From an optimization exercise on the open Yosys and OpenROAD flow, aimed at small area, a short achievable clock period and few clock cycles per item; shortcuts taken in it are not production practice. RTL that was checked went through simulation tests only; none was proved equivalent to the original. Function not checked in run 7: the RTL went through the layout flow alone. Power figures rest on the tool's default switching activity, not on a simulated workload.

## flow/design.v (module list and top-level ports; edited modules follow where they fit)
// module mm_load_buffer: 108 lines
// module mm_pe_row: 1146 lines
// module mm_engine: 76 lines
// module mm_z_buffer: 31 lines
// module mm_top: 73 lines
module mm_top
(
  input  logic        clk_i,
  input  logic        rst_i,
  input  logic        in_valid_i,
  input  logic [35:0] in_beat_i,
  output logic        in_ready_o,
  output logic        z_valid_o,
  output logic [79:0] z_o,
  input  logic        z_ready_i,
  output logic        busy_o
);
  // ...
==> flow/run.sh <==
#!/bin/bash
# synth_recipe.tcl (not shown) runs the flow's synth.tcl, then flattens the netlist and writes it again
# the make line also repeats each setting of config.mk as NAME=value (left out here)
make -C /OpenROAD-flow-scripts/flow DESIGN_CONFIG=/design/flow/config.mk WORK_HOME=/design/flow/orfs CLKGATE_MAP_FILE= SYNTH_SCRIPT=/design/flow/synth_recipe.tcl finish
==> flow/config.mk <==
export PLATFORM = sky130hd
export DESIGN_NAME = mm_top
export DESIGN_NICKNAME = mm_top
export VERILOG_FILES = /design/flow/design.v
export SDC_FILE = /design/flow/constraint.sdc
export NUM_CORES = 4
export LEC_CHECK = 0
export CAP_MARGIN = 20
export CORE_MARGIN = 2
export CORE_UTILIZATION = 40
export CTS_CLUSTER_DIAMETER = 110
export CTS_CLUSTER_SIZE = 26
export SETUP_SLACK_MARGIN = 4.2
export SLEW_MARGIN = 20
==> flow/constraint.sdc <==
create_clock -name core_clock -period 7.0 [get_ports {clk_i}]
set_input_delay 1.4000 -clock core_clock [delete_from_list [all_inputs] [get_ports {clk_i}]]
set_output_delay 1.4000 -clock core_clock [all_outputs]
set_load 0.01 [all_outputs]
==> impl_metrics.yaml, run 1 <==
run_status:
  status: "no timing/DRC/antenna violations"
worst_setup_path:
  crit_end: "i_z_buffer.z_q[55]"
  r2r_setup_slack_ps: 4260
  cp_num_cells: 11
  slowest_delay_ps: 590
synth:
  synthSimpleGateAreaFrac_pct: 7.185
  synth_cell_types: 65
  syn_area_um2: 27640
  yosys.area_share.adder_pct: 14.19
  muxShareOfSynthArea_pct: 4.527
  synth_compound_area_share_pct: 12.87
  synth_nets: 2530
  ys_seq_elements: 598
  synth_edf_count: 336
timing:
  rsz0062_at_grt: "yes"
  fin_setup_tns_ps: 0
  worst_slack_ps: 4262
cts:
  cts.clk_slew.worst_paths_ps: 90
  cts_tree: "built"
  cts_sinks: 598
power_and_ir_drop:
  pwr-share-seq_pct: 66.1
  max-vdd-ir-drop_uv: 195.8
placement:
  io_buffers: 122
floorplanning:
  core_area_um2: 68470
  rows: 96
hold_path:
  min_from: "i_engine.i_pe_row.cs1_q[0]"
  hold_end: "i_engine.i_pe_row.cs2_q[0]"
finish:
  multi_input_area_share_pct: 37.30
  seq_cell_count: 598
  inverters: 123
  reg_top3: "i_load_buffer.x_q x128, i_engine.i_pe_row.cs1_q x120, i_z_buffer.z_q x76"
grt:
  antenna_found_initial: 0
detailed_routing:
  top_layer_used: "met4"
  drt-initial-drc-count: 1943
Testbench counts, summed over its fixed seeds: cycles 3,136, jobs 512.
==> inputs of run 2 (changes only) <==
--- a/flow/config.mk
+++ b/flow/config.mk
@@ -11,4 +11,4 @@
 export CTS_CLUSTER_DIAMETER = 110
 export CTS_CLUSTER_SIZE = 26
-export SETUP_SLACK_MARGIN = 4.2
+export SETUP_SLACK_MARGIN = 4.35
 export SLEW_MARGIN = 20
==> run 2 against run 1 <==
Net effect: still clean; die area stayed put; sequential share of layout area is 0.26 points lower; wire length is 1.3% higher; hold slack better by 1.7 ps; clock power is 5% higher; power is 1.6% higher; first-iteration DRC count is 12% lower; clock skew is 2.3 ps lower.
==> impl_metrics.yaml, run 2 <==
job:
  max-cap-violations: 0
floorplanning:
  initial_core_util_pct: 40.37
  ios: 123
  core_area_um2: 68470
  die_area_um2: 71210
  die_h_um: 266.9
  die_w_um: 266.9
  rows: 96
cts:
  clock_latency_ps: 610
  clockBufferDepth: 3
  cts_sinks: 598
  cts_tree: "built"
  cts_max_level: 1
  numCtsBuffers: 28
  hold_buffers: 0
  cts_root_buf: "clkbuf_16"
  cts.clk_slew.worst_paths_ps: 100
placement:
  gp_congestion: 0.8434
  io_buffers: 122
  placedInstanceArea_um2: 29570
  hpwl_um: 44780
power_and_ir_drop:
  max-vdd-ir-drop_uv: 156.3
  cellPowerDensity_nw_per_um2: 191.3
  p_leak_uw: 0.01141
finish:
  area_delta_synth_final_pct: 12.07
  fillers: 6151
  layout_common_cells: "edfxtp_1, dfxtp_1, nand2_1, fa_1, inv_1"
  largest_register_ffs: 128
  reg_top3: "i_load_buffer.x_q x128, i_engine.i_pe_row.cs1_q x120, i_z_buffer.z_q x76"
  layout-drive-gt1-share_pct: 17.34
  largest_register: "i_load_buffer.x_q"
  nNetsFinal: 2582
  layout_commonest_cell: "edfxtp_1"
  fin_area_um2: 30970
grt:
  grt_pass1_vias: 16380
  grt_max_degree: 54
  antenna_found_initial: 1
  grt_overflow_total: 0
  track_usage_pct: 17.79
  grt_pass1_wl_um: 98140
detailed_routing:
  viasPerCell: 5.331
  drtPass1Iterations: 5
  wl_per_cell_um: 19.68
  ant_nets: 0
  drt-initial-drc-count: 1713
  drc: 0
  num_vias: 17470
  routed_wl_um: 64470
worst_setup_path:
  slowest_stage: "fa_2"
  setup.worst_path.class: "register to register"
  reg2reg_to: "i_z_buffer.z_q[38]"
  crit_family: "compound AO/OA/AOI/OAI gates"
  r2r_cells: 10
  cp.required_ps: 7480
  cp.arrival_ps: 3280
  cp_max_fo: 4
  critPathBufInv: 1
  crit_top_cell: "fa_2"
  worst_setup_path_start_kind: "register"
  worstPathCellList: "fa_2, fa_2, a211oi_2, o21ai_1, a21oi_2, o21ai_2, a41o_1, o41ai_4, buf_4, o21ba_4"
  slowest_delay_ps: 500
  endpoint_kind: "register"
  r2r_setup_slack_ps: 4200
  r2r_start: "i_engine.i_pe_row.cs2_q[5]"
hold_path:
  hold_end: "i_engine.i_pe_row.cs2_q[44]"
  hp-class: "register to register"
  min_from: "i_engine.i_pe_row.cs1_q[118]"
  hold_depth: 0
synth:
  yosysTopAreaCell: "edfxtp_1"
  syn_area_um2: 27640
  yosys-top-cells-count: "edfxtp_1, dfxtp_1, nand2_1, clkbuf_1, fa_1"
  synth_ff_type: "edfxtp_1"
  synth_cell_types: 65
  synth_cells: 2320
  synth_top_cell_area_share_pct: 36.51
  synth_nets: 2530
  syn_avg_cell_area_um2: 11.91
  yosysWarnings: 4
  synth_seq_area_share_pct: 55.48
  synth.most_common_cell: "edfxtp_1"
  synth_edf_count: 336
  ys_seq_elements: 598
  yosys-top-cells-area: "edfxtp_1, dfxtp_1, fa_1"
  async_flop_share_pct: 0
timing:
  max_clock_freq_mhz: 356.8
  hold_viol: 0
  fin_setup_tns_ps: 0
  period_share_pct: 40.04
  slew_viol_final: 0
  min_period_ps: 2803
  relSlewSlack_pct: 30.46
  tightest_slew_ps: 1043
  skew_ps: 22.72
  rsz0062_at_grt: "yes"
  finalSetupViolations: 0
run_status:
  status: "no timing/DRC/antenna violations"
-- run 2: what timing repair did --
action / CTS / global route
resized for setup: 312 / 96
setup buffers: 31 / 12
endpoints found under the setup margin: 334 / 243
gates cloned: 5 / 0
pin swaps: 23 / 14
-- run 2: stage by stage --
stage          setup slack [ps]  total power [µW]  hold slack [ps]  std cells  util, %
6_report                   4197              5924            334.9       3276    45.24
5_1_grt                    4075              6127            340.2       3275    45.24
4_1_cts                    4167              5985            333.6       3259    45.01
3_5_place_dp               2780              4095            312.1       3172    43.19
3_3_place_gp               2723              4081            312.2       3171    43.16
2_1_floorplan              2132              4026            309.6       2320        -
-- run 2: worst max path at each step --
| stage | start | end | slack [ps] | depth (start not counted) |
|---|---|---|---|---|
| after floorplan | z_ready_i | i_engine.sel_q[1] | 2130 | 7 |
| after global placement | z_ready_i | i_load_buffer.fw_q | 2720 | 8 |
| after detailed placement | z_ready_i | i_engine.sel_q[1] | 2780 | 10 |
| after CTS | i_engine.i_pe_row.cs2_q[5] | i_z_buffer.z_q[16] | 4170 | 9 |
| after global routing | i_engine.i_pe_row.cs2_q[5] | i_z_buffer.z_q[58] | 4070 | 10 |
| final | i_engine.i_pe_row.cs2_q[5] | i_z_buffer.z_q[38] | 4200 | 10 |
-- run 2: power by group --
group / total, µW / internal, µW / leakage (µW) / switching [µW]
logic: 160 / 95.1 / 0.00571 / 64.8
clock network: 1910 / 807 / 0.000419 / 1100
registers: 3860 / 3810 / 0.00527 / 42.6
-- run 2: area by class of cell --
class,instances,area (µm²),area share (%)
multi-input cells,1425,11680,37.70
flip-flops and latches,598,15350,49.55
repair inverters,2,17.52,0.05655
well taps,882,1104,3.563
clock inverters,6,80.08,0.2585
diodes,1,2.502,0.008079
clock buffers,45,795.8,2.569
repair buffers,196,1483,4.787
inverters,121,466.7,1.507
-- run 2: worst reg2reg max path, delay by kind of cell (launching register included) --
kind / cells / cell delay [ps]
flip-flops: 1 / 340
AO/OA/AOI/OAI: 7 / 1270
buffers and inverters: 1 / 180
adder cells (fa/ha/maj): 2 / 870
-- run 2: cell families (layout without fill, tap and decap cells) --
| logic type | after synthesis | in the layout | synth area share [%] |
|---|---|---|---|
| buf+inv | 299 | 370 | 4.165 |
| fa+ha+maj | 248 | 248 | 14.19 |
| mux | 112 | 112 | 4.527 |
| compound gates | 557 | 558 | 12.87 |
| other cells | 0 | 1 | 0 |
| flops | 598 | 598 | 55.48 |
| xor+xnor | 50 | 50 | 1.584 |
| simple gates | 456 | 457 | 7.185 |
-- run 2: metal layers --
metal / vias to the layer above / global-route usage, % / wire length [µm]
li1: 8381 / - / -
met1: 8540 / 26.03 / 30300
met2: 476 / 28.18 / 29380
met3: 68 / 2.177 / 3222
met4: 0 / 4.191 / 1573
met5: - / 0 / 0
==> inputs of run 3 (changes only) <==
--- a/flow/config.mk
+++ b/flow/config.mk
@@ -8,7 +8,8 @@
 export CAP_MARGIN = 20
 export CORE_MARGIN = 2
-export CORE_UTILIZATION = 40
+export CORE_UTILIZATION = 50
 export CTS_CLUSTER_DIAMETER = 110
 export CTS_CLUSTER_SIZE = 26
-export SETUP_SLACK_MARGIN = 4.35
+export PLACE_DENSITY = 0.7
+export SETUP_SLACK_MARGIN = 4.2
 export SLEW_MARGIN = 20
==> run 3 against run 2 <==
Net effect: worst setup slack improved by 5.5 ps; clock skew rose by 21 ps; wire length fell by 3.9%; first-iteration DRC count fell by 15%; sequential power barely moved; global-route usage rose by 3.8 points; clock-buffer cell count fell by 2; critical path type unchanged; largest cell class unchanged; largest power group unchanged.
==> impl_metrics.yaml, run 3 <==
finish:
  post-route-util_pct: 55.84
  fillers: 4539
  reg_top3: "i_load_buffer.x_q x128, i_engine.i_pe_row.cs1_q x120, i_z_buffer.z_q x76"
  layout-drive-gt1-share_pct: 11.56
  layout_common_cells: "edfxtp_1, dfxtp_1, nand2_1, fa_1, inv_1"
  layout_commonest_cell: "edfxtp_1"
  nNetsFinal: 2555
  area_delta_synth_final_pct: 10.88
  largest_register_ffs: 128
  fin_area_um2: 30640
  diodes: 0
  largest_register: "i_load_buffer.x_q"
timing:
  skew_ps: 43.34
  period_share_pct: 39.96
  relSlewSlack_pct: 28.15
  max_clock_freq_mhz: 357.5
  finalSetupViolations: 0
  rsz0062_at_grt: "yes"
  min_period_ps: 2797
  hold_viol: 0
  fin_setup_tns_ps: 0
  whs_ps: 335.6
  tightest_slew_ps: 1078
  slew_viol_final: 0
grt:
  grt_pass1_vias: 16510
  track_usage_pct: 21.63
  grt_overflow_total: 0
  grt_max_degree: 54
  grt_pass1_wl_um: 95440
  antenna_found_initial: 1
power_and_ir_drop:
  p_leak_uw: 0.01130
  max-vdd-ir-drop_uv: 192.7
  cellPowerDensity_nw_per_um2: 188.3
detailed_routing:
  drt-initial-drc-count: 1455
  wl_per_cell_um: 20.21
  viasPerCell: 5.717
  drtPass1Iterations: 6
  routed_wl_um: 61930
  drc: 0
  ant_nets: 0
  num_vias: 17520
synth:
  synth_cell_types: 65
  yosysTopAreaCell: "edfxtp_1"
  synth.most_common_cell: "edfxtp_1"
  synth_edf_count: 336
  synth_top_cell_area_share_pct: 36.51
  ys_seq_elements: 598
  syn_area_um2: 27640
  async_flop_share_pct: 0
  yosys-top-cells-area: "edfxtp_1, dfxtp_1, fa_1"
  yosysWarnings: 4
  synth_cells: 2320
  synth_ff_type: "edfxtp_1"
  yosys-top-cells-count: "edfxtp_1, dfxtp_1, nand2_1, clkbuf_1, fa_1"
  syn_avg_cell_area_um2: 11.91
  synth_seq_area_share_pct: 55.48
  synth_nets: 2530
placement:
  io_buffers: 122
  placedInstanceArea_um2: 29310
  hpwl_um: 43590
  gp_congestion: 0.8377
floorplanning:
  core_area_um2: 54880
  die_area_um2: 57170
  initial_core_util_pct: 50.36
  die_h_um: 239.1
  die_w_um: 239.1
  rows: 86
  ios: 123
worst_setup_path:
  cp.arrival_ps: 3120
  worstPathCellList: "fa_2, fa_2, a211oi_4, o21ai_2, a21oi_2, o21ai_2, a41o_1, o41ai_4, xnor2_2"
  cp_max_fo: 4
  slowest_delay_ps: 510
  setup.worst_path.class: "register to register"
  slowest_stage: "fa_2"
  worst_setup_path_start_kind: "register"
  cp.required_ps: 7330
  endpoint_kind: "register"
cts:
  clock_latency_ps: 630
  cts_root_buf: "clkbuf_16"
  clockBufferDepth: 3
  cts_tree: "built"
  cts.clk_slew.worst_paths_ps: 90
  numCtsBuffers: 26
  cts_sinks: 598
  cts_max_level: 1
hold_path:
  hp-class: "register to register"
run_status:
  status: "no timing/DRC/antenna violations"
job:
  max-cap-violations: 0
==> run 3: cell types whose count changed in the layout (fill, tap and decap cells not counted), moves of 9 or more <==
| cell | change |
|---|---|
| buf_2 | -46 |
| and2_1 | +9 |
| dlygate4sd2_1 | +83 |
| buf_4 | -25 |
| clkbuf_2 | -31 |
| and2_2 | -9 |
==> run 3: logic make-up (layout without fill, tap and decap cells) <==
family / Yosys count / in the layout / synth area share (%)
compound gates: 557 / 557 / 12.87
xor+xnor: 50 / 50 / 1.584
fa+ha+maj: 248 / 248 / 14.19
buf+inv: 299 / 340 / 4.165
flops: 598 / 598 / 55.48
mux: 112 / 112 / 4.527
simple gates: 456 / 456 / 7.185
==> run 3: area by class of cell <==
cell class | instances | area, µm² | share of cell area, %
clock buffer | 43 | 714.4 | 2.331
clock inverter | 1 | 30.03 | 0.09799
inverter | 121 | 466.7 | 1.523
multi-input combinational | 1423 | 11550 | 37.69
sequential | 598 | 15340 | 50.07
tap | 704 | 880.8 | 2.874
timing repair buffer | 173 | 1642 | 5.357
timing repair inverter | 2 | 17.52 | 0.05716
==> run 3: worst max-delay path, delay by kind of cell (launching register included) <==
| family | cells | cell delay, ps |
|---|---|---|
| fa+ha+maj | 2 | 910 |
| xor+xnor | 1 | 130 |
| compound gates | 6 | 1150 |
| flops | 1 | 330 |
==> run 3: what timing repair did <==
item,in CTS,in global routing
cloned,4,0
hold buffers,0,0
pin swaps,26,13
resized for setup,138,33
setup endpoints to repair,240,104
buffers inserted,15,6
==> run 3: path summary, 6_finish.rpt <==
path | start | cells past startpoint | endpoint | slack [ps]
setup / recovery | i_engine.i_pe_row.cs2_q[4] | 9 | i_z_buffer.z_q[56] | 4200
hold reg to reg | i_engine.last1_q | 0 | i_engine.last2_q | 340
hold / removal | i_engine.last1_q | 0 | i_engine.last2_q | 340
setup reg to reg | i_engine.i_pe_row.cs2_q[4] | 9 | i_z_buffer.z_q[56] | 4200
==> run 3: power breakdown <==
part | internal (µW) | leakage (µW) | switching, µW
combinational | 95.1 | 0.00567 | 66.8
sequential | 3820 | 0.00527 | 42.7
clock | 711 | 0.000352 | 1040
total | 4620 | 0.0113 | 1150
==> run 3: metrics by stage <==
stage | setup slack, ps | instances | power, µW
final | 4203 | 3065 | 5770
after global routing | 4089 | 3065 | 5962
after CTS | 4036 | 3056 | 5819
after detailed placement | 2389 | 2993 | 4100
after global placement | 2435 | 2993 | 4082
after floorplan | 2132 | 2320 | 4026
==> run 3: layer usage <==
| layer | track usage [%] | vias up | share of wire [%] |
|---|---|---|---|
| li1 | - | 8306 | - |
| met5 | 1.212 | - | 0.15 |
| met2 | 35.35 | 550 | 47 |
| met3 | 2.425 | 81 | 5.0 |
| met1 | 30.63 | 8583 | 45 |
| met4 | 6.023 | 2 | 3.1 |
==> inputs of run 4 (changes only) <==
==> flow/flow/run.sh (new file) <==
#!/bin/bash
# Layout with the standard flow; the only change is the port buffers:
# every input and output port still gets one, but as buf_2 rather than the
# delay cell the flow's default choice picks.
set -euo pipefail
export BUFFER_PORTS_ARGS="-buffer_cell sky130_fd_sc_hd__buf_2"
bash standard.sh synth > synth.log 2>&1
bash standard.sh > layout.log 2>&1
==> flow/standard.sh (new file) <==
#!/bin/bash
# synth_recipe.tcl (not shown) runs the flow's synth.tcl, then flattens the netlist and writes it again
# the make line also repeats each setting of config.mk as NAME=value (left out here)
make -C /OpenROAD-flow-scripts/flow DESIGN_CONFIG=/design/flow/config.mk WORK_HOME=/design/flow/orfs CLKGATE_MAP_FILE= SYNTH_SCRIPT=/design/flow/synth_recipe.tcl "${@:-finish}"
--- a/flow/config.mk
+++ b/flow/config.mk
@@ -8,8 +8,5 @@
 export CAP_MARGIN = 20
 export CORE_MARGIN = 2
-export CORE_UTILIZATION = 50
-export CTS_CLUSTER_DIAMETER = 110
-export CTS_CLUSTER_SIZE = 26
-export PLACE_DENSITY = 0.7
+export CORE_UTILIZATION = 40
 export SETUP_SLACK_MARGIN = 4.2
 export SLEW_MARGIN = 20
removed: flow/run.sh
==> run 4 against run 3 <==
Net effect: still clean on timing, DRC and antenna; clock skew grew 8.6 ps; design area is 2.6% higher; non-clock buffer count shrank 11; clock-buffer cell count increased by 44; flip-flop and latch count stayed put; critical endpoint is now i_engine.i_pe_row.cs1_q[107].
==> impl_metrics.yaml, run 4 <==
finish:
  layout_common_cells: "edfxtp_1, dfxtp_1, nand2_1, fa_1, buf_2"
  nNetsFinal: 2577
  reg_top3: "i_load_buffer.x_q x128, i_engine.i_pe_row.cs1_q x120, i_z_buffer.z_q x76"
  largest_register: "i_load_buffer.x_q"
  area_delta_synth_final_pct: 13.76
  largest_register_ffs: 128
  layout-drive-gt1-share_pct: 18.02
  diodes: 0
  layout_commonest_cell: "edfxtp_1"
cts:
  cts.clk_slew.worst_paths_ps: 60
  cts_root_buf: "clkbuf_16"
  clockBufferDepth: 3
  cts_max_level: 2
  cts_tree: "built"
  numCtsBuffers: 61
  cts_sinks: 598
  clock_latency_ps: 640
synth:
  synth_seq_area_share_pct: 55.48
  syn_avg_cell_area_um2: 11.91
  synth_edf_count: 336
  synth_cells: 2320
  yosys-top-cells-count: "edfxtp_1, dfxtp_1, nand2_1, clkbuf_1, fa_1"
  syn_area_um2: 27640
  yosysWarnings: 4
  synth_ff_type: "edfxtp_1"
  synth_nets: 2530
  yosys-top-cells-area: "edfxtp_1, dfxtp_1, fa_1"
  synth_top_cell_area_share_pct: 36.51
  yosysTopAreaCell: "edfxtp_1"
  async_flop_share_pct: 0
  synth_cell_types: 65
  ys_seq_elements: 598
  synth.most_common_cell: "edfxtp_1"
floorplanning:
  initial_core_util_pct: 40.37
  ios: 123
  die_w_um: 266.9
  die_h_um: 266.9
  core_area_um2: 68470
  die_area_um2: 71210
  rows: 96
worst_setup_path:
  reg2reg_to: "i_engine.i_pe_row.cs1_q[107]"
  r2r_setup_slack_ps: 4230
  r2r_cells: 7
  worst_setup_path_start_kind: "register"
  slowest_stage: "fa_1"
  worstPathCellList: "buf_6, a22oi_1, nand2_2, maj3_1, o22ai_1, a21oi_1, fa_1"
  setup.worst_path.class: "register to register"
  r2r_start: "i_engine.sel_q[0]"
  cp.arrival_ps: 3260
  endpoint_kind: "register"
  critPathLaunch: "i_engine.sel_q[0]"
  cp.required_ps: 7490
  slowest_delay_ps: 560
  cp_max_fo: 41
timing:
  slew_viol_final: 0
  period_share_pct: 39.54
  min_period_ps: 2768
  whs_ps: 324.4
  skew_ps: 51.89
  finalSetupViolations: 0
  rsz0062_at_grt: "yes"
  max_clock_freq_mhz: 361.3
  tightest_slew_ps: 1062
  fin_setup_tns_ps: 0
  relSlewSlack_pct: 29.21
  hold_viol: 0
power_and_ir_drop:
  comb_power_share_pct: 2.0
  p_sw_uw: 1478
  cellPowerDensity_nw_per_um2: 233.4
  pwr-share-seq_pct: 52.6
  clkPwrFrac_pct: 45.4
  p_leak_uw: 0.01175
  p_sw_share_pct: 20.14
  p_int_uw: 5862
  max-vdd-ir-drop_uv: 256.8
hold_path:
  min_from: "i_engine.last1_q"
  hold_end: "i_engine.last2_q"
  hp-class: "register to register"
  hold_depth: 0
detailed_routing:
  routed_wl_um: 63270
  drtPass1Iterations: 6
  ant_nets: 0
  wl_per_cell_um: 19.16
  drc: 0
  drt-initial-drc-count: 1795
  num_vias: 17470
  viasPerCell: 5.292
grt:
  grt_max_degree: 70
  track_usage_pct: 17.55
  grt_pass1_vias: 16610
  grt_pass1_wl_um: 96390
  grt_overflow_total: 0
  antenna_found_initial: 0
placement:
  gp_congestion: 0.8424
  io_buffers: 122
  hpwl_um: 44300
job:
  max-cap-violations: 0
run_status:
  status: "no timing/DRC/antenna violations"
[run 4: cell counts after synthesis]
Identical to the previous run, type by type.
[run 4: layer usage]
layer | track usage (%) | vias up | routed length [µm]
met5 | 0 | - | 0
met4 | 5.906 | 0 | 1827
met3 | 2.731 | 95 | 3523
met2 | 27.09 | 487 | 28330
met1 | 25.20 | 8487 | 29590
li1 | - | 8405 | -
[run 4: what timing repair did]
item,CTS,global route
pin swaps,12,13
resized for setup,24,32
endpoints found under the setup margin,123,66
cloned,0,1
hold buffers,0,0
buffers inserted,8,3
[run 4: logic make-up after synthesis]
kind of cell | after synthesis | share of synthesized area [%]
buffers and inverters | 299 | 4.165
adders and majority gates | 248 | 14.19
AOI/OAI and AO/OA | 557 | 12.87
xor gates and xnor gates | 50 | 1.584
muxes | 112 | 4.527
DFF | 598 | 55.48
and+or+nand+nor | 456 | 7.185
[run 4: layout make-up]
type | count | area (µm²)
clock buffer | 87 | 1768
clock inverter | 29 | 341.6
fill | 6192 | 37030
inverter | 121 | 462.9
multi-input combinational | 1423 | 11440
sequential | 598 | 15340
tap | 882 | 1104
timing repair buffer | 162 | 987.2
[run 4: critical path, delay by kind of cell (launching register included)]
kind,cells,cell delay [ps]
fa+ha+maj,2,980
compound gates,3,780
flops,1,310
simple gates,1,300
buf+inv,1,220
[run 4: per-stage QoR]
stage                     util, %  setup WS, ps  instance area (µm²)  power (µW)  cells
final                       45.92          4232                31440        7340   3302
after floorplan                 -          2132                27700        4026   2320
after detailed placement    42.26          3185                28940        4085   3171
after global placement      42.25          3224                28930        4072   3171
after CTS                   45.59          4071                31210        7420   3295
after global routing        45.92          4141                31440        7579   3302
[run 4: power by group through the flow]
stage	sequential (µW)	combinational (µW)	clock (µW)
after global routing	3870	164	3540
after floorplan	3920	107	0
after global placement	3930	139	0
after CTS	3860	148	3410
final	3860	146	3330
after detailed placement	3940	147	0
[run 4: worst max path at each step]
stage	slack, ps	endpoint
floorplan	2130	i_engine.sel_q[1]
global placement	3220	i_engine.sel_q[1]
detailed placement	3180	i_engine.sel_q[1]
CTS	4070	i_z_buffer.z_q[56]
global route	4140	i_engine.i_pe_row.cs1_q[63]
finish	4230	i_engine.i_pe_row.cs1_q[107]
==> inputs of run 5 (changes only) <==
--- a/flow/config.mk
+++ b/flow/config.mk
@@ -9,4 +9,6 @@
 export CORE_MARGIN = 2
 export CORE_UTILIZATION = 40
+export CTS_CLUSTER_DIAMETER = 110
+export CTS_CLUSTER_SIZE = 26
 export SETUP_SLACK_MARGIN = 4.2
 export SLEW_MARGIN = 20
==> run 5 against run 4 <==
Net effect: still clean; non-clock buffer count increased by 3; final cell count decreased by 1.9%; power decreased by 19%; sequential power about the same; worst setup slack got worse by 81 ps; clock skew decreased by 5.3 ps; hold slack improved by 1.3 ps; wire length decreased by 0.78%; flip-flop and latch count unchanged; register-to-register slack got worse by 80 ps; sequential share of layout area increased by 1.9 points; largest cell class unchanged.
==> impl_metrics.yaml, run 5 <==
timing:
  tightest_slew_ps: 1082
  period_share_pct: 40.71
  max_clock_freq_mhz: 350.9
  fin_setup_tns_ps: 0
  finalSetupViolations: 0
  worst_slack_ps: 4150
  rsz0062_at_grt: "yes"
  min_period_ps: 2850
  skew_ps: 46.59
  slew_viol_final: 0
  hold_viol: 0
  relSlewSlack_pct: 27.90
finish:
  layout_commonest_cell: "edfxtp_1"
  area_delta_synth_final_pct: 9.475
  layout_common_cells: "edfxtp_1, dfxtp_1, nand2_1, fa_1, buf_2"
  reg_top3: "i_load_buffer.x_q x128, i_engine.i_pe_row.cs1_q x120, i_z_buffer.z_q x76"
  layout-drive-gt1-share_pct: 15.74
  fin_area_um2: 30260
  diodes: 0
  largest_register: "i_load_buffer.x_q"
  nNetsFinal: 2547
  largest_register_ffs: 128
floorplanning:
  ios: 123
  core_area_um2: 68470
  die_w_um: 266.9
  rows: 96
  initial_core_util_pct: 40.37
  die_h_um: 266.9
  die_area_um2: 71210
placement:
  io_buffers: 122
  post-place-ws_ps: 3185
  placedInstanceArea_um2: 28940
  gp_congestion: 0.8424
  hpwl_um: 44300
power_and_ir_drop:
  max-vdd-ir-drop_uv: 172.7
  p_leak_uw: 0.01117
  cellPowerDensity_nw_per_um2: 195.4
worst_setup_path:
  setup.worst_path.class: "register to register"
  worst_setup_path_start_kind: "register"
  r2r_setup_slack_ps: 4150
  cp.required_ps: 7350
  cp_max_fo: 4
  endpoint_kind: "register"
  critPathLaunch: "i_engine.i_pe_row.cs2_q[5]"
  r2r_start: "i_engine.i_pe_row.cs2_q[5]"
  cp.arrival_ps: 3200
  reg2reg_to: "i_z_buffer.z_q[36]"
  r2r_cells: 9
detailed_routing:
  wl_per_cell_um: 19.38
  num_vias: 17270
  drt-initial-drc-count: 1703
  viasPerCell: 5.331
  routed_wl_um: 62780
  ant_nets: 0
  drc: 0
  drtPass1Iterations: 5
hold_path:
  hp-class: "register to register"
  min_from: "i_engine.i_pe_row.cs1_q[2]"
  hold_depth: 0
  hold_end: "i_engine.i_pe_row.cs2_q[2]"
synth:
  synth_cells: 2320
  synth_cell_types: 65
  synth_top_cell_area_share_pct: 36.51
  synth_edf_count: 336
  yosysTopAreaCell: "edfxtp_1"
  async_flop_share_pct: 0
  synth_ff_type: "edfxtp_1"
  yosys-top-cells-count: "edfxtp_1, dfxtp_1, nand2_1, clkbuf_1, fa_1"
  ys_seq_elements: 598
  yosys-top-cells-area: "edfxtp_1, dfxtp_1, fa_1"
  synth.most_common_cell: "edfxtp_1"
  yosysWarnings: 4
  syn_area_um2: 27640
  synth_seq_area_share_pct: 55.48
  syn_avg_cell_area_um2: 11.91
  synth_nets: 2530
grt:
  grt_pass1_vias: 16200
  track_usage_pct: 17.21
  grt_pass1_wl_um: 95030
  antenna_found_initial: 0
  grt_max_degree: 70
  grt_overflow_total: 0
cts:
  cts_sinks: 598
  clockBufferDepth: 3
  numCtsBuffers: 28
  cts_max_level: 1
  cts_root_buf: "clkbuf_16"
  cts_tree: "built"
  clock_latency_ps: 640
  cts.clk_slew.worst_paths_ps: 100
job:
  max-cap-violations: 0
run_status:
  status: "no timing/DRC/antenna violations"
==> run 5: worst max-delay path by stage <==
stage                                     to  slack [ps]  cells after the start
after detailed placement   i_engine.sel_q[1]        3180                      9
after global placement     i_engine.sel_q[1]        3220                      9
final                     i_z_buffer.z_q[36]        4150                      9
after CTS                 i_z_buffer.z_q[36]        4040                      9
after floorplan            i_engine.sel_q[1]        2130                      7
after global routing      i_z_buffer.z_q[36]        4040                     10
==> run 5: area by class of cell <==
cell class,count,area (µm²)
Clock inverter,5,87.58
Sequential cell,598,15340
Tap cell,882,1104
Multi-Input combinational cell,1423,11450
Fill cell,6312,38210
Timing Repair Buffer,165,1032
Inverter,121,461.7
Clock buffer,45,785.8
==> run 5: power by group <==
group          internal, µW  switching (µW)
clock                   799            1110
combinational          82.7            64.0
sequential             3810            41.2
total                  4700            1210
==> run 5: per-layer routing <==
layer  global-route usage (%)  share of wire, %
met1                    25.50                48
met2                    26.91                45
met3                    1.882               4.4
met4                    4.418               2.7
met5                        0                 0
==> run 5: kinds of logic after synthesis <==
logic type	after synthesis	synth area share [%]
AND/OR/NAND/NOR	456	7.185
flip-flops	598	55.48
buffers and inverters	299	4.165
AO/OA/AOI/OAI	557	12.87
XOR/XNOR	50	1.584
adder cells (fa/ha/maj)	248	14.19
multiplexers	112	4.527
==> run 5: repair_timing <==
item / 4_1_cts / 5_1_grt
endpoints found under the setup margin: 123 / 72
endpoints found under the hold margin: 0 / 0
resized for setup: 25 / 34
buffers inserted: 10 / 4
gates cloned: 0 / 1
pin swaps: 10 / 15
hold buffers: 0 / 0
==> run 5: critical path, cell delays in order (launching register included) <==
cell,delay [ps]
dfxtp_2,340
fa_2,510
fa_2,410
a211oi_4,270
o21ai_2,110
a21oi_2,190
o21ai_2,80
a41o_1,230
o41ai_4,320
xnor2_2,130
==> run 5: through the flow <==
stage          total power (µW)  hold slack [ps]  util [%]  cells
2_1_floorplan              4026            309.6         -   2320
3_3_place_gp               4072            313.0     42.25   3171
3_5_place_dp               4085            312.1     42.26   3171
4_1_cts                    5971            325.5     43.82   3231
5_1_grt                    6120            345.9     44.19   3239
6_report                   5911            325.7     44.19   3239
==> inputs of run 6 (changes only) <==
==> flow/flow/run.sh (replaced) <==
#!/bin/bash
# Layout with the standard flow; the only change is the port buffers:
# every input and output port still gets one, but as buf_1 rather than the
# delay cell the flow's default choice picks.
set -euo pipefail
export BUFFER_PORTS_ARGS="-buffer_cell sky130_fd_sc_hd__buf_1"
bash standard.sh synth > synth.log 2>&1
bash standard.sh > layout.log 2>&1
==> run 6 against run 5 <==
Net effect: critical path type unchanged; synthesized cell count stayed put; worst setup slack worse by 75 ps; non-clock buffer count is 1 lower; utilization is 0.27 points lower; still clean on timing, DRC and antenna; hold slack better by 2.9 ps; design area is 0.61% lower.
==> impl_metrics.yaml, run 6 <==
run_status:
  status: "no timing/DRC/antenna violations"
grt:
  grt_overflow_total: 0
  track_usage_pct: 17.31
  grt_pass1_wl_um: 95880
  grt_pass1_vias: 16160
  grt_max_degree: 58
  antenna_found_initial: 1
synth:
  synth_top_family_by_area: "adder cells"
  synth.most_common_cell: "edfxtp_1"
  syn_area_um2: 27640
  synth_compound_area_share_pct: 12.87
  synth_top_cell_area_share_pct: 36.51
  yosysTopAreaCell: "edfxtp_1"
  async_flop_share_pct: 0
  yosys.area_share.adder_pct: 14.19
  synth_seq_area_share_pct: 55.48
  synth_edf_count: 336
  synth_cell_types: 65
  synth_xor_area_share_pct: 1.584
  syn_avg_cell_area_um2: 11.91
  yosys-top-cells-count: "edfxtp_1, dfxtp_1, nand2_1, clkbuf_1, fa_1"
  yosysWarnings: 4
  synth_cells: 2320
  muxShareOfSynthArea_pct: 4.527
  ys_seq_elements: 598
  synth_ff_type: "edfxtp_1"
  synth_nets: 2530
  synthSimpleGateAreaFrac_pct: 7.185
  yosys-top-cells-area: "edfxtp_1, dfxtp_1, fa_1"
cts:
  hold_buffers: 0
  clockBufferDepth: 3
  cts_root_buf: "clkbuf_16"
  cts.clk_slew.worst_paths_ps: 100
  cts_tree: "built"
  clock_latency_ps: 630
  cts_max_level: 1
  numCtsBuffers: 29
  cts_sinks: 598
hold_path:
  min_from: "i_engine.i_pe_row.cs1_q[118]"
  hp-class: "register to register"
  hold_depth: 0
  hold_end: "i_engine.i_pe_row.cs2_q[44]"
timing:
  tightest_slew_ps: 1096
  whs_ps: 328.6
  slew_viol_final: 0
  fin_setup_tns_ps: 0
  hold_viol: 0
  skew_ps: 25.48
  relSlewSlack_pct: 26.93
  finalSetupViolations: 0
  rsz0062_at_grt: "yes"
  period_share_pct: 41.78
  max_clock_freq_mhz: 341.9
  min_period_ps: 2925
finish:
  layout_commonest_cell: "edfxtp_1"
  largest_register_ffs: 128
  fillers: 6288
  reg_top3: "i_load_buffer.x_q x128, i_engine.i_pe_row.cs1_q x120, i_z_buffer.z_q x76"
  area_delta_synth_final_pct: 8.810
  layout_common_cells: "edfxtp_1, dfxtp_1, nand2_1, fa_1, buf_1"
  layout-drive-gt1-share_pct: 10.64
  nNetsFinal: 2547
  diodes: 0
  largest_register: "i_load_buffer.x_q"
placement:
  io_buffers: 122
  hpwl_um: 44240
  gp_congestion: 0.8486
power_and_ir_drop:
  total_power_uw: 5938
  max-vdd-ir-drop_uv: 230.3
  cellPowerDensity_nw_per_um2: 197.5
  p_leak_uw: 0.01082
job:
  max-cap-violations: 0
detailed_routing:
  wl_per_cell_um: 19.30
  drt-initial-drc-count: 1873
  drtPass1Iterations: 6
  drc: 0
  ant_nets: 0
  num_vias: 17390
  routed_wl_um: 62520
  viasPerCell: 5.367
worst_setup_path:
  crit_family: "buffers and inverters"
  r2r_setup_slack_ps: 4080
  critPathBufInv: 8
  setup.worst_path.class: "register to register"
  slowest_delay_ps: 520
  reg2reg_to: "i_z_buffer.z_q[66]"
  cp_max_fo: 5
  r2r_start: "i_engine.i_pe_row.cs2_q[6]"
  crit_top_cell: "buf_4"
  cp.required_ps: 7360
  worst_setup_path_start_kind: "register"
  r2r_cells: 14
  worstPathCellList: "fa_1, ha_4, a211oi_2, buf_4, buf_4, buf_4, buf_4, buf_4, buf_4, buf_4, buf_4, o21bai_1, a21oi_2, xnor2_2"
  cp.arrival_ps: 3280
  endpoint_kind: "register"
  slowest_stage: "fa_1"
floorplanning:
  ios: 123
  core_area_um2: 68470
  die_w_um: 266.9
  die_h_um: 266.9
  rows: 96
  initial_core_util_pct: 40.37
  die_area_um2: 71210
[run 6: cell count changes in the layout (fill, tap and decap cells not counted), moves of 2 or more]
cell | previous run | this run
buf_1 | 0 | 122
buf_2 | 122 | 0
buf_6 | 11 | 4
buf_4 | 27 | 33
inv_6 | 0 | 3
a21oi_1 | 111 | 113
a21oi_2 | 6 | 4
clkinv_16 | 2 | 0
inv_12 | 1 | 3
[run 6: final cells by class]
class | instances | area, µm² | area share (%)
inverter | 121 | 461.7 | 1.535
sequential | 598 | 15340 | 51.00
tap | 882 | 1104 | 3.670
clock inverter | 8 | 106.4 | 0.3537
multi-input combinational | 1423 | 11450 | 38.06
clock buffer | 44 | 782.0 | 2.600
timing repair buffer | 164 | 834.6 | 2.775
[run 6: cell families after synthesis]
family | Yosys count
AOI/OAI and AO/OA | 557
adders and majority gates | 248
muxes | 112
xor gates and xnor gates | 50
and+or+nand+nor | 456
DFF | 598
buffers and inverters | 299
[run 6: what timing repair did]
action / in CTS / in global routing
pin swaps: 11 / 7
gates resized for setup: 22 / 29
setup buffers: 13 / 1
endpoints found under the setup margin: 108 / 72
[run 6: layer usage]
| metal | vias up | track usage [%] | wire [µm] |
|---|---|---|---|
| li1 | 8304 | - | - |
| met1 | 8523 | 25.53 | 29120 |
| met2 | 514 | 27.69 | 28870 |
| met3 | 48 | 2.085 | 3474 |
| met4 | 0 | 3.128 | 1059 |
| met5 | - | 0 | 0 |
[run 6: stage by stage]
step | utilization [%] | instance area (µm²) | cells | setup WS [ps]
floorplan | - | 27700 | 2320 | 2132
global placement | 42.02 | 28770 | 3171 | 2755
detailed placement | 42.04 | 28780 | 3171 | 2709
CTS | 43.63 | 29870 | 3236 | 4009
global route | 43.92 | 30070 | 3240 | 3993
finish | 43.92 | 30070 | 3240 | 4075
[run 6: worst max-delay path by stage]
stage,depth (start not counted),from,end
6_report,14,i_engine.i_pe_row.cs2_q[6],i_z_buffer.z_q[66]
5_1_grt,14,i_engine.i_pe_row.cs2_q[4],i_z_buffer.z_q[6]
4_1_cts,9,i_engine.i_pe_row.cs2_q[5],i_z_buffer.z_q[56]
3_5_place_dp,8,z_ready_i,i_load_buffer.fw_q
3_3_place_gp,8,z_ready_i,i_load_buffer.fx_q[1]
2_1_floorplan,7,z_ready_i,i_engine.sel_q[1]
[run 6: worst reg2reg max path: stages, from the launching register on]
cell	delay, ps
dfxtp_1	330
fa_1	520
ha_4	320
a211oi_2	80
buf_4	140
buf_4	120
buf_4	120
buf_4	120
buf_4	120
buf_4	120
buf_4	120
buf_4	120
o21bai_1	180
a21oi_2	100
xnor2_2	170
[run 6: power by group]
group / internal (µW) / switching [µW] / leakage (µW)
Clock: 812 / 1130 / 0.000426
Combinational: 79.7 / 63.2 / 0.00512
Sequential: 3810 / 41.2 / 0.00527
Total: 4710 / 1230 / 0.0108
==> module mm_engine, before the edit <==
module mm_engine
(
  input  logic         clk_i,
  input  logic         rst_i,
  input  logic         comp_i,
  input  logic         bx_i,
  input  logic [1:0]   brow_i,
  input  logic         bx_next_i,
  input  logic [1:0]   brow_next_i,
  input  logic [127:0] x_i,
  input  logic [31:0]  w_i,
  input  logic [31:0]  y_i,
  input  logic         zv_i,
  input  logic         z_ready_i,
  output logic         hold_o,
  output logic         wr_o,
  output logic         last_o,
  output logic [1:0]   row_o,
  output logic [19:0]  z_o
);
  logic [3:0]    pend_q;
  logic [3:0]    sel_q;
  logic          v1_q, v2_q;
  logic          last1_q, last2_q;
  logic [1:0]    row1_q, row2_q;
  logic          unstarted, go;
  logic [3:0]    pend_n, rowbit_n, lowest_n, sel_n;
  logic [1:0]    sel_idx;
  logic [31:0]   xr;
  logic [7:0]    yr;
  assign unstarted = (pend_q == 4'hF);
  assign go        = (|pend_q) &&
                     (!unstarted || (!v1_q && !v2_q && (!zv_i || z_ready_i)));
  assign hold_o    = bx_i && ((pend_q & (4'b0001 << brow_i)) != 4'b0000) && !go;
  assign pend_n    = comp_i ? 4'hF : (go ? (pend_q & ~sel_q) : pend_q);
  assign rowbit_n  = 4'b0001 << brow_next_i;
  assign lowest_n  = pend_n & (~pend_n + 4'd1);
  assign sel_n     = (bx_next_i && ((pend_n & rowbit_n) != 4'b0000)) ? rowbit_n : lowest_n;
  assign sel_idx   = {sel_q[3] | sel_q[2], sel_q[3] | sel_q[1]};
  always_ff @(posedge clk_i) begin
    if (rst_i) begin
      pend_q <= '0;
      v1_q   <= 1'b0;
      v2_q   <= 1'b0;
    end else begin
      pend_q <= pend_n;
      v1_q   <= go;
      v2_q   <= v1_q;
    end
  end
  always_ff @(posedge clk_i) begin
    sel_q   <= sel_n;
    row1_q  <= sel_idx;
    last1_q <= (pend_q & ~sel_q) == 4'b0000;
    row2_q  <= row1_q;
    last2_q <= last1_q;
  end
  always_comb begin
    xr = '0;
    yr = '0;
    for (int j = 0; j < 4; j++) begin
      xr = xr | (x_i[j*32 +: 32] & {32{sel_q[j]}});
      yr = yr | (y_i[j*8 +: 8] & {8{sel_q[j]}});
    end
  end
  mm_pe_row i_pe_row (
    .clk_i ( clk_i ),
    .x_i   ( xr    ),
    .w_i   ( w_i   ),
    .y_i   ( yr    ),
    .z_o   ( z_o   )
  );
  assign wr_o   = v2_q;
  assign last_o = v2_q && last2_q;
  assign row_o  = row2_q;
endmodule
==> inputs of run 7 (changes only) <==
--- a/flow/design.v
+++ b/flow/design.v
@@ -1278,4 +1278,5 @@
   logic [3:0]    pend_q;
   logic [3:0]    sel_q;
+  logic [3:0]    seln_q;
   logic          v1_q, v2_q;
   logic          last1_q, last2_q;
@@ -1308,4 +1309,5 @@
   always_ff @(posedge clk_i) begin
     sel_q   <= sel_n;
+    seln_q  <= ~sel_n;
     row1_q  <= sel_idx;
     last1_q <= (pend_q & ~sel_q) == 4'b0000;
@@ -1317,6 +1319,7 @@
     yr = '0;
     for (int j = 0; j < 4; j++) begin
-      xr = xr | (x_i[j*32 +: 32] & {32{sel_q[j]}});
-      yr = yr | (y_i[j*8 +: 8] & {8{sel_q[j]}});
+      xr[15:0]  = xr[15:0]  | (x_i[j*32 +: 16] & {16{sel_q[j]}});
+      xr[31:16] = xr[31:16] | (x_i[j*32+16 +: 16] & {16{~seln_q[j]}});
+      yr = yr | (y_i[j*8 +: 8] & {8{~seln_q[j]}});
     end
   end
==> flow/flow/run.sh (replaced) <==
#!/bin/bash
# Layout with the standard flow; the only change is the port buffers:
# every input and output port still gets one, but as buf_2 rather than the
# delay cell the flow's default choice picks.
set -euo pipefail
export BUFFER_PORTS_ARGS="-buffer_cell sky130_fd_sc_hd__buf_2"
bash standard.sh synth > synth.log 2>&1
bash standard.sh > layout.log 2>&1
--- a/flow/config.mk
+++ b/flow/config.mk
@@ -11,4 +11,4 @@
 export CTS_CLUSTER_DIAMETER = 110
 export CTS_CLUSTER_SIZE = 26
-export SETUP_SLACK_MARGIN = 4.2
+export SETUP_SLACK_MARGIN = 4.35
 export SLEW_MARGIN = 20
==> run 7 against run 6 <==
Net effect: first-iteration DRC count is 3.8% higher; worst setup slack better by 89 ps; sequential share of layout area shrank 2.1 points; fmax up 3.1%; critical path depth is 6 lower; critical path type unchanged.
==> impl_metrics.yaml, run 7 <==
cts:
  numCtsBuffers: 29
  clock_latency_ps: 650
  cts_sinks: 602
  clockBufferDepth: 3
  cts_max_level: 1
  cts_root_buf: "clkbuf_16"
  cts.clk_slew.worst_paths_ps: 90
  hold_buffers: 0
  cts_tree: "built"
grt:
  grt_pass1_wl_um: 99620
  antenna_found_initial: 0
  grt_max_degree: 54
  grt_pass1_vias: 16630
  track_usage_pct: 17.95
  grt_overflow_total: 0
synth:
  yosysTopAreaCell: "edfxtp_1"
  yosysWarnings: 4
  synth_ff_type: "edfxtp_1"
  syn_avg_cell_area_um2: 11.87
  synth_cell_types: 69
  synth_edf_count: 336
  yosys-top-cells-area: "edfxtp_1, dfxtp_1, fa_1"
  async_flop_share_pct: 0
  yosys-top-cells-count: "edfxtp_1, dfxtp_1, clkbuf_1, nand2_1, a21oi_1"
  synth_seq_area_share_pct: 54.87
  synth.most_common_cell: "edfxtp_1"
  ys_seq_elements: 602
  synth_cells: 2367
  syn_area_um2: 28090
  synth_nets: 2577
  synth_top_cell_area_share_pct: 35.91
timing:
  min_period_ps: 2835
  skew_ps: 36.21
  rsz0062_at_grt: "yes"
  hold_viol: 0
  slew_viol_final: 0
  tightest_slew_ps: 1070
  whs_ps: 334.0
  relSlewSlack_pct: 28.63
  max_clock_freq_mhz: 352.7
  finalSetupViolations: 0
  period_share_pct: 40.51
  fin_setup_tns_ps: 0
worst_setup_path:
  setup.worst_path.class: "register to register"
  endpoint_kind: "register"
  cp.required_ps: 7450
  cp.arrival_ps: 3280
  cp_max_fo: 4
  crit_family: "compound AO/OA/AOI/OAI gates"
  slowest_delay_ps: 480
  slowest_stage: "fa_1"
  worstPathCellList: "fa_1, ha_2, or3_4, or3_1, o211ai_1, o21ai_2, o311a_1, a21oi_2"
  worst_setup_path_start_kind: "register"
  critPathBufInv: 0
job:
  max-cap-violations: 0
detailed_routing:
  num_vias: 18190
  drt-initial-drc-count: 1944
  viasPerCell: 5.366
  drtPass1Iterations: 5
  drc: 0
  ant_nets: 0
  wl_per_cell_um: 19.75
  routed_wl_um: 66940
floorplanning:
  rows: 97
  core_area_um2: 69790
  ios: 123
  die_area_um2: 72370
  initial_core_util_pct: 40.26
  die_h_um: 269.0
  die_w_um: 269.0
finish:
  nNetsFinal: 2639
  layout_commonest_cell: "edfxtp_1"
  area_delta_synth_final_pct: 12.42
  largest_register: "i_load_buffer.x_q"
  layout-drive-gt1-share_pct: 19.27
  largest_register_ffs: 128
  layout_common_cells: "edfxtp_1, dfxtp_1, nand2_1, a21oi_1, fa_1"
  post-route-util_pct: 45.26
  reg_top3: "i_load_buffer.x_q x128, i_engine.i_pe_row.cs1_q x120, i_z_buffer.z_q x76"
hold_path:
  hp-class: "register to register"
placement:
  io_buffers: 122
  hpwl_um: 45950
  gp_congestion: 0.8510
power_and_ir_drop:
  p_leak_uw: 0.01162
  cellPowerDensity_nw_per_um2: 190.2
  max-vdd-ir-drop_uv: 194.8
run_status:
  status: "no timing/DRC/antenna violations"
-- run 7: timing repair --
action	in CTS	in global routing
endpoints found under the hold margin	0	0
gates resized for setup	46	49
pin swaps	20	20
buffers inserted	23	35
endpoints found under the setup margin	218	103
cloned	3	1
-- run 7: cell type report --
class | count | area (µm²)
clock buffers | 44 | 803.3
flip-flops and latches | 602 | 15440
fillers | 6309 | 38200
well taps | 940 | 1176
multi-input cells | 1453 | 12060
clock inverters | 7 | 103.9
repair buffers | 214 | 1455
diodes | 1 | 2.502
repair inverters | 2 | 32.53
inverters | 127 | 513.0
-- run 7: kinds of logic after synthesis --
kind of cell	Yosys count	synth area share [%]
buffers and inverters	314	4.271
XOR/XNOR	44	1.372
multiplexers	110	4.369
adder cells (fa/ha/maj)	229	13.28
flip-flops	602	54.87
AND/OR/NAND/NOR	467	7.812
AO/OA/AOI/OAI	601	14.03
-- run 7: where the power goes --
group | switching, µW | internal [µW]
Sequential | 44.1 | 3840
Combinational | 69.2 | 84.2
Clock | 1140 | 831
-- run 7: path summary, 6_finish.rpt --
path	from	to	slack, ps	cells past startpoint
worst max-delay path	i_engine.i_pe_row.cs2_q[12]	i_z_buffer.z_q[75]	4160	8
worst min-delay path	i_engine.i_pe_row.cs1_q[1]	i_engine.i_pe_row.cs2_q[1]	330	0
worst max register to register	i_engine.i_pe_row.cs2_q[12]	i_z_buffer.z_q[75]	4160	8
worst min register to register	i_engine.i_pe_row.cs1_q[1]	i_engine.i_pe_row.cs2_q[1]	330	0
-- run 7: layer usage --
layer  wire length (µm)  track usage [%]
met2              31060            29.15
met3               4040            2.493
met5                  0                0
met1              29970            25.26
met4               1868            4.820
-- run 7: through the flow --
step	power (µW)	instances	setup slack, ps	cell area [µm²]
2_1_floorplan	4050	2367	3764	28260
3_3_place_gp	4102	3272	3097	29570
3_5_place_dp	4116	3272	3039	29570
4_1_cts	6071	3349	4098	30970
5_1_grt	6204	3389	4000	31580
6_report	6007	3390	4165	31580

what the ideal ports hide:
In the flow no input, the clock included, has a driving cell. The finished layouts below were timed again as built, in two steps.
Step 1 (the two cells are an assumption about what drives the block):
set clk [get_ports {clk_i}]
set_driving_cell -lib_cell sky130_fd_sc_hd__clkbuf_16 $clk
set_driving_cell -lib_cell sky130_fd_sc_hd__buf_2 [delete_from_list [all_inputs] $clk]
Step 2, shift: input delay + t, output delay - t, t = (earliest + latest rising clock arrival at the registers) / 2. This alone moves slack from input paths to output paths.
Three values: ideal ports, drivers, drivers and shift; two values: the first two.
| run | t, ns | setup slack, ns | worst data-port slew with drivers (ns) |
|---|---|---|---|
| run 1 | 0.665 | 4.262 / 4.216 / 3.661 | 0.04 |
| run 2 | 0.661 | 4.197 / 4.197 / 3.754 | 0.04 |
| run 3 | 0.664 | 4.203 / 4.203 / 3.668 | 0.04 |
| run 4 | 0.681 | 4.232 / 4.232 / 3.657 | 0.04 |
| run 5 | 0.682 | 4.150 / 4.150 / 3.653 | 0.04 |
| run 6 | 0.675 | 4.075 / 4.075 / 3.712 | 0.04 |
| run 7 | 0.686 | 4.165 / 4.165 / 3.683 | 0.04 |
After both steps every run listed still meets setup and hold. The setup slack of run 1, which loses most, moves by -0.046 ns with the drivers and by -0.601 ns with both steps.
